From an optimization exercise on the open Yosys and OpenROAD flow, aimed at small area, a short achievable clock period and few clock cycles per item; shortcuts taken in it are not production practice.
Where RTL was checked, it was by simulation tests only, not by an equivalence proof against the original.
Power and IR drop assume default switching activity.

12-05:
==> flow/design.v <==
package box_pkg;
  localparam int PX_W         = 8;
  localparam int WIN          = 3;
  localparam int LINE_BUFS    = WIN + 1;                 
  localparam int MAX_LINE_LEN = 16;
  localparam int LINE_ADDR_W  = $clog2( MAX_LINE_LEN );
  localparam int BUF_IDX_W    = $clog2( LINE_BUFS );
  localparam int SUM_W        = PX_W + 4;                
  typedef logic [PX_W - 1 : 0] px_t;
  typedef struct packed {
    px_t  tdata;
    logic tvalid;
    logic tlast;                                         
    logic tuser;                                         
  } stream_word_t;
  typedef struct packed {
    px_t [WIN - 1 : 0][WIN - 1 : 0] px;
    logic                           tvalid;
    logic                           tlast;
    logic                           tuser;
  } window_t;
  typedef struct packed {
    logic [SUM_W - 1 : 0] tdata;
    logic                 tvalid;
    logic                 tlast;
    logic                 tuser;
  } sum_word_t;
endpackage
`timescale 1ns/1ps
module box_filter_top
(
  input  logic         clk_i,
  input  logic         rst_i,
  input  box_pkg::stream_word_t video_i,
  output logic         video_ready_o,
  output box_pkg::sum_word_t    sum_o,
  input  logic         sum_ready_i
);
localparam int PW = box_pkg::PX_W;
localparam int SW = box_pkg::SUM_W;
localparam int ML = box_pkg::MAX_LINE_LEN;
localparam int LB = 5;                                   
localparam int PH = PW - LB;                             
localparam int VH = PW + 2 - LB;                         
localparam int WH = PW + 3 - LB;                         
localparam int ZH = SW - LB;                             
logic                   rdy;                             
logic                   stall_o;                         
logic                   go;                              
logic                   a_go;                            
logic                   x_v;
logic [PW - 1 : 0]      x_px;
logic                   x_last;
logic                   x_user;
logic [ML - 1 : 0]      n_oh;                            
logic [1 : 0]           n_row;                           
logic [1 : 0]           row;
logic [ML - 1 : 0]      col;                             
logic [ML - 1 : 0]      col_nx;                          
logic [ML - 1 : 0][PW - 1 : 0] mem_hi;
logic [ML - 1 : 0][PW - 1 : 0] mem_lo;
logic [PW - 1 : 0]      rd_hi;
logic [PW - 1 : 0]      rd_lo;
logic [PW - 1 : 0]      pf_hi;                           
logic [PW - 1 : 0]      pf_lo;
logic [LB + 1 : 0]      v_lo;                            
logic [LB : 0]          w_lo;                            
logic                   a_v;
logic [LB - 1 : 0]      va_l;                            
logic [LB - 1 : 0]      vb_l;                            
logic [LB - 1 : 0]      w_l;                             
logic [1 : 0]           a_cv;                            
logic                   a_cw;                            
logic [VH - 1 : 0]      v_hi;                            
logic [VH - 1 : 0]      a_vh;
logic                   a_last;
logic                   a_win;                           
logic                   a_first;                         
logic [LB : 0]          z_lo;                            
logic                   b_v;
logic [VH - 1 : 0]      va_h;
logic [VH - 1 : 0]      vb_h;
logic [WH - 1 : 0]      w_h;
logic [LB - 1 : 0]      b_zl;
logic                   b_cz;
logic                   b_last;
logic                   b_user;
logic [SW - 1 : 0]      b_sum;                           
logic                   o_v;
logic [SW - 1 : 0]      o_sum;
logic                   o_last;
logic                   o_user;
logic                   k_v;
logic [SW - 1 : 0]      k_sum;
logic                   k_last;
logic                   k_user;
logic                   o_free;
assign rdy           = !k_v;
assign video_ready_o = !stall_o;
assign go            = rdy && x_v;
assign a_go          = rdy && a_v;
always_ff @( posedge clk_i, posedge rst_i )
  if( rst_i )
    x_v <= 1'b0;
  else
    if( rdy )
      x_v <= video_i.tvalid;
always_ff @( posedge clk_i )
  if( rdy )
    begin
      x_px   <= video_i.tdata;
      x_last <= video_i.tlast;
      x_user <= video_i.tuser;
    end
assign row    = x_user ? 2'd0 : n_row;
assign col    = x_user ? ML'( 1 ) : n_oh;
assign col_nx = x_last ? ML'( 1 ) : { col[ML - 2 : 0], 1'b0 };
always_ff @( posedge clk_i )
  if( go )
    begin
      n_oh  <= col_nx;
      if( x_last )
        n_row <= ( row == 2'd3 ) ? 2'd3 : row + 1'b1;
      else
        n_row <= row;
    end
always_comb
  begin
    rd_hi = '0;
    rd_lo = '0;
    for( int i = 1; i < ML; i++ )
      begin
        rd_hi = rd_hi | ( mem_hi[i] & {PW{n_oh[i - 1]}} );
        rd_lo = rd_lo | ( mem_lo[i] & {PW{n_oh[i - 1]}} );
      end
    if( x_last )
      begin
        rd_hi = mem_hi[0];
        rd_lo = mem_lo[0];
      end
    else
      if( x_user )
        begin
          rd_hi = mem_hi[1];
          rd_lo = mem_lo[1];
        end
  end
always_ff @( posedge clk_i )
  if( go )
    begin
      pf_hi <= rd_hi;
      pf_lo <= rd_lo;
    end
for( genvar i = 0; i < ML; i++ )
  begin : g_mem
    always_ff @( posedge clk_i )
      if( go && col[i] )
        begin
          mem_hi[i] <= x_px;
          mem_lo[i] <= mem_hi[i];
        end
  end
assign v_lo = ( LB + 2 )'( x_px[LB - 1 : 0] ) + ( LB + 2 )'( pf_hi[LB - 1 : 0] ) +
              ( LB + 2 )'( pf_lo[LB - 1 : 0] );
assign w_lo = ( LB + 1 )'( va_l ) + ( LB + 1 )'( vb_l );
assign v_hi = VH'( x_px[PW - 1 : LB] ) + VH'( pf_hi[PW - 1 : LB] ) + VH'( pf_lo[PW - 1 : LB] );
always_ff @( posedge clk_i, posedge rst_i )
  if( rst_i )
    a_v <= 1'b0;
  else
    if( rdy )
      a_v <= x_v;
always_ff @( posedge clk_i )
  if( go )
    begin
      va_l <= v_lo[LB - 1 : 0];
      a_cv <= v_lo[LB + 1 : LB];
      vb_l <= va_l;
      w_l  <= w_lo[LB - 1 : 0];
      a_cw <= w_lo[LB];
      a_vh <= v_hi;
    end
always_ff @( posedge clk_i )
  if( rdy )
    begin
      a_last  <= x_last;
      a_win   <= row[1] && !( col[0] || col[1] );
      a_first <= ( row == 2'd2 ) && col[2];
    end
assign z_lo = ( LB + 1 )'( va_l ) + ( LB + 1 )'( w_l );
always_ff @( posedge clk_i, posedge rst_i )
  if( rst_i )
    b_v <= 1'b0;
  else
    if( rdy )
      b_v <= a_v && a_win;
always_ff @( posedge clk_i )
  if( a_go )
    begin
      va_h <= a_vh + VH'( a_cv );
      vb_h <= va_h;
      w_h  <= WH'( va_h ) + WH'( vb_h ) + WH'( a_cw );
      b_zl <= z_lo[LB - 1 : 0];
      b_cz <= z_lo[LB];
    end
always_ff @( posedge clk_i )
  if( rdy )
    begin
      b_last <= a_last;
      b_user <= a_first;
    end
assign b_sum = { ZH'( va_h ) + ZH'( w_h ) + ZH'( b_cz ), b_zl };
assign o_free = !o_v || sum_ready_i;
always_ff @( posedge clk_i, posedge rst_i )
  if( rst_i )
    begin
      o_v     <= 1'b0;
      k_v     <= 1'b0;
      stall_o <= 1'b0;
    end
  else
    begin
      if( o_free )
        o_v <= k_v || b_v;
      k_v     <= !o_free && ( k_v || b_v );
      stall_o <= !sum_ready_i && ( k_v || ( o_v && b_v ) );
    end
always_ff @( posedge clk_i )
  begin
    if( o_free )
      begin
        o_sum  <= k_v ? k_sum  : b_sum;
        o_last <= k_v ? k_last : b_last;
        o_user <= k_v ? k_user : b_user;
      end
    if( rdy )
      begin
        k_sum  <= b_sum;
        k_last <= b_last;
        k_user <= b_user;
      end
  end
assign sum_o = { o_sum, o_v, o_last, o_user };
endmodule
clock: 4.0 ns
lec_check: 0
cap_margin: 20
core_margin: 2
core_utilization: 40
cts_buf_list: sky130_fd_sc_hd__clkbuf_16
cts_cluster_diameter: 80
cts_cluster_size: 28
setup_slack_margin: 2.0
slew_margin: 20
run.sh (not shown) runs the stock make flow with config.mk's settings and CLKGATE_MAP_FILE= SYNTH_SCRIPT=/design/flow/synth_recipe.tcl, a recipe that flattens the netlist after the stock synthesis.
What 11-10 does differently from 12-05 at the input level:
diff --git a/flow/design.v b/flow/design.v
--- a/flow/design.v
+++ b/flow/design.v
@@ -40,5 +40,5 @@
 localparam int SW = box_pkg::SUM_W;
 localparam int ML = box_pkg::MAX_LINE_LEN;
-localparam int LB = 5;                                   
+localparam int LB = 4;                                   
 localparam int PH = PW - LB;                             
 localparam int VH = PW + 2 - LB;                         
@@ -53,9 +53,10 @@
 logic                   x_last;
 logic                   x_user;
+logic [ML / 2 - 1 : 0]  n_jc;                            
+logic [ML / 2 - 1 : 0]  jc_nx;
 logic [ML - 1 : 0]      n_oh;                            
 logic [1 : 0]           n_row;                           
 logic [1 : 0]           row;
 logic [ML - 1 : 0]      col;                             
-logic [ML - 1 : 0]      col_nx;                          
 logic [ML - 1 : 0][PW - 1 : 0] mem_hi;
 logic [ML - 1 : 0][PW - 1 : 0] mem_lo;
@@ -113,11 +114,23 @@
       x_user <= video_i.tuser;
     end
+for( genvar k = 0; k < ML; k++ )
+  begin : g_dec
+    if( k == 0 )
+      assign n_oh[k] = !n_jc[ML / 2 - 1] && !n_jc[0];
+    else if( k < ML / 2 )
+      assign n_oh[k] = n_jc[k - 1] && !n_jc[k];
+    else if( k == ML / 2 )
+      assign n_oh[k] = n_jc[ML / 2 - 1] && n_jc[0];
+    else
+      assign n_oh[k] = !n_jc[k - ML / 2 - 1] && n_jc[k - ML / 2];
+  end
 assign row    = x_user ? 2'd0 : n_row;
 assign col    = x_user ? ML'( 1 ) : n_oh;
-assign col_nx = x_last ? ML'( 1 ) : { col[ML - 2 : 0], 1'b0 };
+assign jc_nx  = x_last ? '0 :
+                x_user ? ( ML / 2 )'( 1 ) : { n_jc[ML / 2 - 2 : 0], !n_jc[ML / 2 - 1] };
 always_ff @( posedge clk_i )
   if( go )
     begin
-      n_oh  <= col_nx;
+      n_jc  <= jc_nx;
       if( x_last )
         n_row <= ( row == 2'd3 ) ? 2'd3 : row + 1'b1;
[summary]
11-10 vs 12-05: share of total power in combinational logic up
Of 11-10 and 12-05, the run reporting the higher total nets after synthesis was 11-10.
Instance count of the mapped netlist ended up 11 higher on 11-10 than on 12-05.
Going from 12-05 to 11-10, the layout-stage area growth over the synthesis result was found to have gone up by 4.5 points.
Mux share of post-synthesis cell area delta (11-10 -> 12-05): insignificant
Sort 11-10 and 12-05 by sum of routed wire length over all layers, descending, and 11-10 comes first.
Function was not checked in any run of this note: the RTL went through the layout flow alone.

* * *

Another version of the RTL of box_filter_top (not shown whole).
For scale: roughly 890 cells after synthesis, roughly 380 flip-flops.
==> module box_filter_top, before the edit <==
module box_filter_top
(
  input  logic         clk_i,
  input  logic         rst_i,
  input  box_pkg::stream_word_t video_i,
  output logic         video_ready_o,
  output box_pkg::sum_word_t    sum_o,
  input  logic         sum_ready_i
);
localparam int PW = box_pkg::PX_W;
localparam int SW = box_pkg::SUM_W;
localparam int ML = box_pkg::MAX_LINE_LEN;
localparam int LB = 4;                                   
localparam int PH = PW - LB;                             
localparam int VH = PW + 2 - LB;                         
localparam int WH = PW + 3 - LB;                         
localparam int ZH = SW - LB;                             
logic                   rdy;                             
logic                   stall_o;                         
logic                   go;                              
logic                   a_go;                            
logic                   x_v;
logic [PW - 1 : 0]      x_px;
logic                   x_last;
logic                   x_user;
logic [ML - 1 : 0]      n_oh;                            
logic [1 : 0]           n_row;                           
logic [1 : 0]           row;
logic [ML - 1 : 0]      col;                             
logic [ML - 1 : 0]      col_nx;                          
logic [ML - 1 : 0][PW - 1 : 0] mem_hi;
logic [ML - 1 : 0][PW - 1 : 0] mem_lo;
logic [PW - 1 : 0]      rd_hi;
logic [PW - 1 : 0]      rd_lo;
logic [PW - 1 : 0]      pf_hi;                           
logic [PW - 1 : 0]      pf_lo;
logic [LB + 1 : 0]      v_lo;                            
logic [LB : 0]          w_lo;                            
logic                   a_v;
logic [LB - 1 : 0]      va_l;                            
logic [LB - 1 : 0]      vb_l;                            
logic [LB - 1 : 0]      w_l;                             
logic [1 : 0]           a_cv;                            
logic                   a_cw;                            
logic [VH - 1 : 0]      v_hi;                            
logic [VH - 1 : 0]      a_vh;
logic                   a_last;
logic                   a_win;                           
logic                   a_first;                         
logic [LB : 0]          z_lo;                            
logic                   b_v;
logic [VH - 1 : 0]      va_h;
logic [VH - 1 : 0]      vb_h;
logic [WH - 1 : 0]      w_h;
logic [LB - 1 : 0]      b_zl;
logic                   b_cz;
logic                   b_last;
logic                   b_user;
logic [SW - 1 : 0]      b_sum;                           
logic                   o_v;
logic [SW - 1 : 0]      o_sum;
logic                   o_last;
logic                   o_user;
logic                   k_v;
logic [SW - 1 : 0]      k_sum;
logic                   k_last;
logic                   k_user;
logic                   o_free;
assign rdy           = !k_v;
assign video_ready_o = !stall_o;
assign go            = rdy && x_v;
assign a_go          = rdy && a_v;
always_ff @( posedge clk_i, posedge rst_i )
  if( rst_i )
    x_v <= 1'b0;
  else
    if( rdy )
      x_v <= video_i.tvalid;
always_ff @( posedge clk_i )
  if( rdy )
    begin
      x_px   <= video_i.tdata;
      x_last <= video_i.tlast;
      x_user <= video_i.tuser;
    end
assign row    = x_user ? 2'd0 : n_row;
assign col    = x_user ? ML'( 1 ) : n_oh;
assign col_nx = x_last ? ML'( 1 ) : { col[ML - 2 : 0], 1'b0 };
always_ff @( posedge clk_i )
  if( go )
    begin
      n_oh  <= col_nx;
      if( x_last )
        n_row <= ( row == 2'd3 ) ? 2'd3 : row + 1'b1;
      else
        n_row <= row;
    end
always_comb
  begin
    rd_hi = '0;
    rd_lo = '0;
    for( int i = 1; i < ML; i++ )
      begin
        rd_hi = rd_hi | ( mem_hi[i] & {PW{n_oh[i - 1]}} );
        rd_lo = rd_lo | ( mem_lo[i] & {PW{n_oh[i - 1]}} );
      end
    if( x_last )
      begin
        rd_hi = mem_hi[0];
        rd_lo = mem_lo[0];
      end
    else
      if( x_user )
        begin
          rd_hi = mem_hi[1];
          rd_lo = mem_lo[1];
        end
  end
always_ff @( posedge clk_i )
  if( go )
    begin
      pf_hi <= rd_hi;
      pf_lo <= rd_lo;
    end
for( genvar i = 0; i < ML; i++ )
  begin : g_mem
    always_ff @( posedge clk_i )
      if( go && col[i] )
        begin
          mem_hi[i] <= x_px;
          mem_lo[i] <= mem_hi[i];
        end
  end
assign v_lo = ( LB + 2 )'( x_px[LB - 1 : 0] ) + ( LB + 2 )'( pf_hi[LB - 1 : 0] ) +
              ( LB + 2 )'( pf_lo[LB - 1 : 0] );
assign w_lo = ( LB + 1 )'( va_l ) + ( LB + 1 )'( vb_l );
assign v_hi = VH'( x_px[PW - 1 : LB] ) + VH'( pf_hi[PW - 1 : LB] ) + VH'( pf_lo[PW - 1 : LB] );
always_ff @( posedge clk_i, posedge rst_i )
  if( rst_i )
    a_v <= 1'b0;
  else
    if( rdy )
      a_v <= x_v;
always_ff @( posedge clk_i )
  if( go )
    begin
      va_l <= v_lo[LB - 1 : 0];
      a_cv <= v_lo[LB + 1 : LB];
      vb_l <= va_l;
      w_l  <= w_lo[LB - 1 : 0];
      a_cw <= w_lo[LB];
      a_vh <= v_hi;
    end
always_ff @( posedge clk_i )
  if( rdy )
    begin
      a_last  <= x_last;
      a_win   <= row[1] && !( col[0] || col[1] );
      a_first <= ( row == 2'd2 ) && col[2];
    end
assign z_lo = ( LB + 1 )'( va_l ) + ( LB + 1 )'( w_l );
always_ff @( posedge clk_i, posedge rst_i )
  if( rst_i )
    b_v <= 1'b0;
  else
    if( rdy )
      b_v <= a_v && a_win;
always_ff @( posedge clk_i )
  if( a_go )
    begin
      va_h <= a_vh + VH'( a_cv );
      vb_h <= va_h;
      w_h  <= WH'( va_h ) + WH'( vb_h ) + WH'( a_cw );
      b_zl <= z_lo[LB - 1 : 0];
      b_cz <= z_lo[LB];
    end
always_ff @( posedge clk_i )
  if( rdy )
    begin
      b_last <= a_last;
      b_user <= a_first;
    end
assign b_sum = { ZH'( va_h ) + ZH'( w_h ) + ZH'( b_cz ), b_zl };
assign o_free = !o_v || sum_ready_i;
always_ff @( posedge clk_i, posedge rst_i )
  if( rst_i )
    begin
      o_v     <= 1'b0;
      k_v     <= 1'b0;
      stall_o <= 1'b0;
    end
  else
    begin
      if( o_free )
        o_v <= k_v || b_v;
      k_v     <= !o_free && ( k_v || b_v );
      stall_o <= !sum_ready_i && ( k_v || ( o_v && b_v ) );
    end
always_ff @( posedge clk_i )
  begin
    if( o_free )
      begin
        o_sum  <= k_v ? k_sum  : b_sum;
        o_last <= k_v ? k_last : b_last;
        o_user <= k_v ? k_user : b_user;
      end
    if( rdy )
      begin
        k_sum  <= b_sum;
        k_last <= b_last;
        k_user <= b_user;
      end
  end
assign sum_o = { o_sum, o_v, o_last, o_user };
endmodule
export LEC_CHECK = 0
export CAP_MARGIN = 20
export CORE_MARGIN = 2
export CORE_UTILIZATION = 40
export CTS_BUF_LIST = sky130_fd_sc_hd__clkbuf_16
export CTS_CLUSTER_DIAMETER = 80
export CTS_CLUSTER_SIZE = 28
export SETUP_SLACK_MARGIN = 2.0
export SLEW_MARGIN = 20
create_clock -name core_clock -period 4.0 [get_ports {clk_i}]
Testbench counts at the start, summed over its fixed seeds: cycles 6,626, items 4,512.
Edit:
--- a/flow/design.v
+++ b/flow/design.v
@@ -41,11 +41,12 @@
 localparam int ML = box_pkg::MAX_LINE_LEN;
 localparam int LB = 4;                                   
 localparam int PH = PW - LB;                             
 localparam int VH = PW + 2 - LB;                         
 localparam int WH = PW + 3 - LB;                         
-localparam int ZH = SW - LB;                             
+localparam int ZL = LB + 1;                              
+localparam int ZH = SW - ZL;                             
 logic                   rdy;                             
 logic                   stall_o;                         
 logic                   go;                              
 logic                   a_go;                            
 logic                   x_v;
@@ -74,16 +75,18 @@
 logic [VH - 1 : 0]      v_hi;                            
 logic [VH - 1 : 0]      a_vh;
 logic                   a_last;
 logic                   a_win;                           
 logic                   a_first;                         
-logic [LB : 0]          z_lo;                            
+logic [VH - 1 : 0]      va_hn;                           
+logic [WH - 1 : 0]      w_hn;                            
+logic [ZL : 0]          z_lo;                            
 logic                   b_v;
 logic [VH - 1 : 0]      va_h;
 logic [VH - 1 : 0]      vb_h;
 logic [WH - 1 : 0]      w_h;
-logic [LB - 1 : 0]      b_zl;
+logic [ZL - 1 : 0]      b_zl;
 logic                   b_cz;
 logic                   b_last;
 logic                   b_user;
 logic [SW - 1 : 0]      b_sum;                           
 logic                   o_v;
@@ -185,33 +188,35 @@
     begin
       a_last  <= x_last;
       a_win   <= row[1] && !( col[0] || col[1] );
       a_first <= ( row == 2'd2 ) && col[2];
     end
-assign z_lo = ( LB + 1 )'( va_l ) + ( LB + 1 )'( w_l );
+assign va_hn = a_vh + VH'( a_cv );
+assign w_hn  = WH'( va_h ) + WH'( vb_h ) + WH'( a_cw );
+assign z_lo  = ( ZL + 1 )'( { va_hn[0], va_l } ) + ( ZL + 1 )'( { w_hn[0], w_l } );
 always_ff @( posedge clk_i, posedge rst_i )
   if( rst_i )
     b_v <= 1'b0;
   else
     if( rdy )
       b_v <= a_v && a_win;
 always_ff @( posedge clk_i )
   if( a_go )
     begin
-      va_h <= a_vh + VH'( a_cv );
+      va_h <= va_hn;
       vb_h <= va_h;
-      w_h  <= WH'( va_h ) + WH'( vb_h ) + WH'( a_cw );
-      b_zl <= z_lo[LB - 1 : 0];
-      b_cz <= z_lo[LB];
+      w_h  <= w_hn;
+      b_zl <= z_lo[ZL - 1 : 0];
+      b_cz <= z_lo[ZL];
     end
 always_ff @( posedge clk_i )
   if( rdy )
     begin
       b_last <= a_last;
       b_user <= a_first;
     end
-assign b_sum = { ZH'( va_h ) + ZH'( w_h ) + ZH'( b_cz ), b_zl };
+assign b_sum = { ZH'( va_h[VH - 1 : 1] ) + ZH'( w_h[WH - 1 : 1] ) + ZH'( b_cz ), b_zl };
 assign o_free = !o_v || sum_ready_i;
 always_ff @( posedge clk_i, posedge rst_i )
   if( rst_i )
     begin
       o_v     <= 1'b0;
Cell count is lower slightly.
First-iteration DRC count is lower by a few percent.
Total power is higher slightly.
Worst hold slack is about the same.
Design area is lower slightly.
Register-to-register slack is better by 0.06 ns.
Routed wire length is lower slightly.
Clock skew is lower by 0.018 ns.
Worst setup slack is better by 0.061 ns.
Global-route usage is lower by 0.23 points.
Testbench counts after the change, summed over its fixed seeds: cycles 6,626, items 4,512.

==> what the ideal ports hide <==
The flow's constraints put no driver on any port. The routed layouts listed below were extracted and timed again, unchanged, in two steps. Step 1 (the two cells are an assumption about what drives the block):
set clk [get_ports {clk_i}]
set_driving_cell -lib_cell sky130_fd_sc_hd__clkbuf_16 $clk
set_driving_cell -lib_cell sky130_fd_sc_hd__buf_2 [delete_from_list [all_inputs] $clk]
Step 2 also shifts input and output timing later by t, the mid clock arrival at the registers, as if the neighbouring blocks saw the same clock. a / b / c = ideal / step 1 / step 2; a / b = the first two.
run	t (ns)	setup WS [ns]	hold WS [ns]
12-05	0.577	1.804 / 1.804 / 1.742	0.440 / 0.440 / 0.440
11-10	0.574	1.853 / 1.853 / 1.714	0.429 / 0.429 / 0.429
the first run of note 2	0.582	1.975 / 1.975 / 1.752	0.431 / 0.431 / 0.431
the second run of note 2	0.575	2.036 / 2.004 / 1.731	0.432 / 0.432 / 0.432
After both steps setup and hold are still met in every run listed. For the second run of note 2, which loses most, drivers alone change the setup slack by -0.032 ns; drivers and shift together by -0.305 ns.
